This design comes from an exercise in tuning for small area and a short achievable clock period on the open sky130 flow, not from production work.
RTL that was checked went through simulation tests only; none was proved equivalent to the original.
The clock port is modelled as an ideal driver; clocking choices that lean on that would not hold on a real chip.
Power is estimated from default activity; no workload was simulated.

// video_top
module video_top (
	input  wire        I_clk,
	input  wire        rst_n1,
	input  wire        de_in,
	input  wire        vs_n_in,    
	input  wire  [7:0] r_in,
	input  wire  [7:0] g_in,
	input  wire  [7:0] b_in,
	output logic       de_out,
	output logic       hs_out,
	output logic       vs_out,
	output logic [7:0] r_out,
	output logic [7:0] g_out,
	output logic [7:0] b_out,
	output logic       overflow,   
	output logic       underflow   
);
	logic        vs_n_d;
	logic        armed;
	logic        wr_en_n;   
	logic [15:0] wr_pixel;
	logic        tg;        
	logic        frame_start;
	assign frame_start = vs_n_d & ~vs_n_in;
	assign wr_en_n     = de_in & (armed | frame_start);
	always_ff @(posedge I_clk or negedge rst_n1)
	begin
		if (!rst_n1)
		begin
			vs_n_d <= 1'b1;
			armed  <= 1'b0;
		end
		else
		begin
			vs_n_d <= vs_n_in;
			if (frame_start)
				armed <= 1'b1;
		end
	end
	always_ff @(posedge I_clk)
		wr_pixel <= {r_in[7:3], g_in[7:2], b_in[7:3]} ^ {16{~tg}};
	logic [4:0] h;
	logic [2:0] v;
	logic       rd_en_n;   
	logic       h_last;
	logic       v_act;
	assign h_last  = (h == 5'd23);
	assign v_act   = (v >= 3'd3) && (v < 3'd7);
	assign rd_en_n = (h >= 5'd4) && (h < 5'd20) && v_act;
	always_ff @(posedge I_clk or negedge rst_n1)
	begin
		if (!rst_n1)
		begin
			h      <= 5'd22;  
			v      <= 3'd7;
			de_out <= 1'b0;
			hs_out <= 1'b0;
			vs_out <= 1'b0;
		end
		else
		begin
			h      <= h_last ? 5'd0 : h + 5'd1;
			if (h_last)
				v <= v + 3'd1;  
  ...
Size: ~3600 cells after synthesis, about 1100 flip-flops, ~57 I/O pins, roughly 37000 sq um of cells after synthesis.
clock: 4.0 ns
lec_check: 0
cap_margin: 20
core_margin: 2
core_utilization: 60
cts_cluster_diameter: 100
cts_cluster_size: 25
setup_slack_margin: 2.2
slew_margin: 20
run.sh (not shown) runs the stock make flow with config.mk's settings and CLKGATE_MAP_FILE= SYNTH_SCRIPT=/design/flow/synth_recipe.tcl, a recipe that flattens the netlist after the stock synthesis.
Change:
Settings changed: CTS_CLUSTER_DIAMETER 100 to not set, CTS_CLUSTER_SIZE 25 to not set.
Effect: The changed run passed the timing, DRC and antenna checks. Fmax goes down by a few percent. Worst hold slack is better by 0.0098 ns. Synthesized area stays the same. Die area is unchanged. Final area rises by a few percent. Via count goes up by a few percent. Wire length went up by a few percent. Power grows by a quarter to a third. Combinational power hardly moves. Global-route usage came out higher by 1.2 points.
Change:
Settings changed: CTS_CLUSTER_DIAMETER set to 100, CTS_CLUSTER_SIZE set to 25, SETUP_SLACK_MARGIN 2.2 to 2.0.
After rerunning: Cell count decreases by about 4.7%. Utilization decreases by 7.0 points. Flip-flop and latch count is unchanged. Final area decreases by 9.5%.
No run of this note included a check of the RTL's function; only the layout flow was run.

video_top, a different RTL version from the one above (not shown whole).
Size: ~3700 cells after synthesis, roughly 57 I/O pins, roughly 39000 µm² of cells after synthesis.
==> flow/config.mk <==
export PLATFORM = sky130hd
export DESIGN_NAME = video_top
export DESIGN_NICKNAME = video_top
export VERILOG_FILES = /design/flow/design.v
export SDC_FILE = /design/flow/constraint.sdc
export NUM_CORES = 4
export LEC_CHECK = 0
export CAP_MARGIN = 20
export CORE_MARGIN = 2
export CORE_UTILIZATION = 60
export CTS_CLUSTER_DIAMETER = 100
export CTS_CLUSTER_SIZE = 25
export SETUP_SLACK_MARGIN = 2.3
export SLEW_MARGIN = 20
==> flow/constraint.sdc <==
create_clock -name core_clock -period 4.0 [get_ports {I_clk}]
set_input_delay 0.8000 -clock core_clock [delete_from_list [all_inputs] [get_ports {I_clk}]]
set_output_delay 0.8000 -clock core_clock [all_outputs]
set_load 0.01 [all_outputs]
standard.sh (not shown) runs the stock make flow with config.mk's settings and CLKGATE_MAP_FILE= SYNTH_SCRIPT=/design/flow/synth_recipe.tcl, a recipe that flattens the netlist after the stock synthesis.
==> flow/flow/run.sh <==
#!/bin/bash
# Standard layout, except that the clock port drives the first level of the
# clock tree directly: after CTS the root buffer CTS puts at the port (which
# drives only the few buffers of the next level) is removed and those
# buffers are connected to the port net. Every register keeps the same
# number of buffer levels from the port, so the tree stays balanced.
set -euo pipefail
here=$(pwd)
res=$here/orfs/results/$FLOW_PLATFORM/video_top/base
bash standard.sh synth > $here/make_synth.log 2>&1
bash standard.sh floorplan place cts > $here/make_place_cts.log 2>&1
FLOW_RES=$res openroad -no_init -exit $here/flow/rootfix.tcl > $here/rootfix.log 2>&1
bash standard.sh finish > $here/make_finish.log 2>&1
==> flow/flow/rootfix.tcl <==
set res $::env(FLOW_RES)
read_db $res/4_cts.odb
set block [ord::get_db_block]
set clk [$block findBTerm I_clk]
set inet [$clk getNet]
set loads {}
foreach it [$inet getITerms] { lappend loads $it }
if {[llength $loads] != 1} {
  puts "rootfix: port net has [llength $loads] loads, left as is"
  exit 0
}
set root [[lindex $loads 0] getInst]
set master [[$root getMaster] getName]
if {![string match "sky130_fd_sc_hd__clkbuf_*" $master]} {
  puts "rootfix: port load $master is not a clock buffer, left as is"
  exit 0
}
set onet ""
foreach it [$root getITerms] {
  if {[$it isOutputSignal]} { set onet [$it getNet] }
}
set sinks {}
foreach it [$onet getITerms] {
  if {[$it isInputSignal]} { lappend sinks $it }
}
if {[llength $sinks] > 4} {
  puts "rootfix: root drives [llength $sinks] pins, left as is"
  exit 0
}
foreach it $sinks {
  set m [[[$it getInst] getMaster] getName]
  if {![string match "sky130_fd_sc_hd__clkbuf_*" $m]} {
    puts "rootfix: root drives $m, left as is"
    exit 0
  }
}
puts "rootfix: removing [$root getName] ($master), port now drives [llength $sinks] buffers"
foreach it $sinks {
  $it disconnect
  $it connect $inet
}
odb::dbInst_destroy $root
odb::dbNet_destroy $onet
write_db $res/4_cts.odb
The baseline completed without violations.
Rerun with:
==> flow/run.sh (new file) <==
#!/bin/bash
# synth_recipe.tcl (not shown) runs the flow's synth.tcl, then flattens the netlist and writes it again
# the make line also repeats each setting of config.mk as NAME=value (left out here)
make -C /OpenROAD-flow-scripts/flow DESIGN_CONFIG=/design/flow/config.mk WORK_HOME=/design/flow/orfs CLKGATE_MAP_FILE= SYNTH_SCRIPT=/design/flow/synth_recipe.tcl finish
- SETUP_SLACK_MARGIN: 2.3 -> 2.15
removed: flow/flow/run.sh
removed: flow/flow/rootfix.tcl
removed: flow/standard.sh
Result: Wire length went down by 4.6%. Global-route usage goes down by 1.6 points. Non-clock buffer count went down by 160.
Rerun with:
- SETUP_SLACK_MARGIN: 2.15 -> 2.35
Result:
- routed wire length climbs by 9.3%
- via count climbs by 6.1%
- design area climbs by 8.5%
- clock power climbs by about 2%
- power climbs by 2.7%
- synthesized area does not change
- register-to-register slack is better by 60 ps
- synthesized cell count stays the same
Rerun with:
- CORE_UTILIZATION: 60 -> 55
- PLACE_DENSITY: default -> 0.72
- SETUP_SLACK_MARGIN: 2.35 -> 2.0
Effect: The new run finished clean; fmax drops by a few percent; cell count went down by a few percent; clock-buffer cell count grows by 3; critical path depth is higher by 1; wire length came out lower by about a fifth.

[re-timing with driven ports]
How much do the figures lean on ideal ports? The routed layouts below were timed once more, with nothing changed but the port constraints. Step 1: set_driving_cell puts a clkbuf_16 on I_clk and a buf_2 on each other input, an assumption about the parent block. Step 2 times the ports against the registers' clock, not the clock port: input delays grow and output delays shrink by t, the midpoint of the rising clock arrivals with the driver on. a / b / c = ideal ports / drivers / drivers and shift; a / b = the first two.
run | shift t [ns] | setup slack, ns | worst hold slack (ns) | worst setup path after step 2 | worst data-port slew with drivers (ns)
the first run of note 1 | 0.710 | 1.908 / 1.908 / 1.837 | 0.084 / 0.039 / 0.412 | input to register | 0.04
the second run of note 1 | 0.742 | 1.837 / 1.837 / 1.788 | 0.094 / 0.046 / 0.407 | input to register | 0.04
the third run of note 1 | 0.706 | 1.858 / 1.858 / 1.858 | 0.174 / 0.146 / 0.411 | register to register | 0.04
the first run of note 2 | 0.584 | 2.166 / 2.076 / 1.903 | 0.245 / 0.139 / 0.412 | input to register | 0.05
the second run of note 2 | 0.707 | 2.005 / 1.937 / 1.820 | 0.170 / 0.129 / 0.412 | input to register | 0.06
the third run of note 2 | 0.712 | 2.007 / 1.941 / 1.808 | 0.144 / 0.105 / 0.412 | input to register | 0.04
the fourth run of note 2 | 0.712 | 1.920 / 1.920 / 1.920 | 0.258 / 0.216 / 0.412 | register to register | 0.04
After both steps setup and hold are still met in every run listed. For the first run of note 2, which loses most, drivers alone change the setup slack by -0.090 ns; drivers and shift together by -0.263 ns.
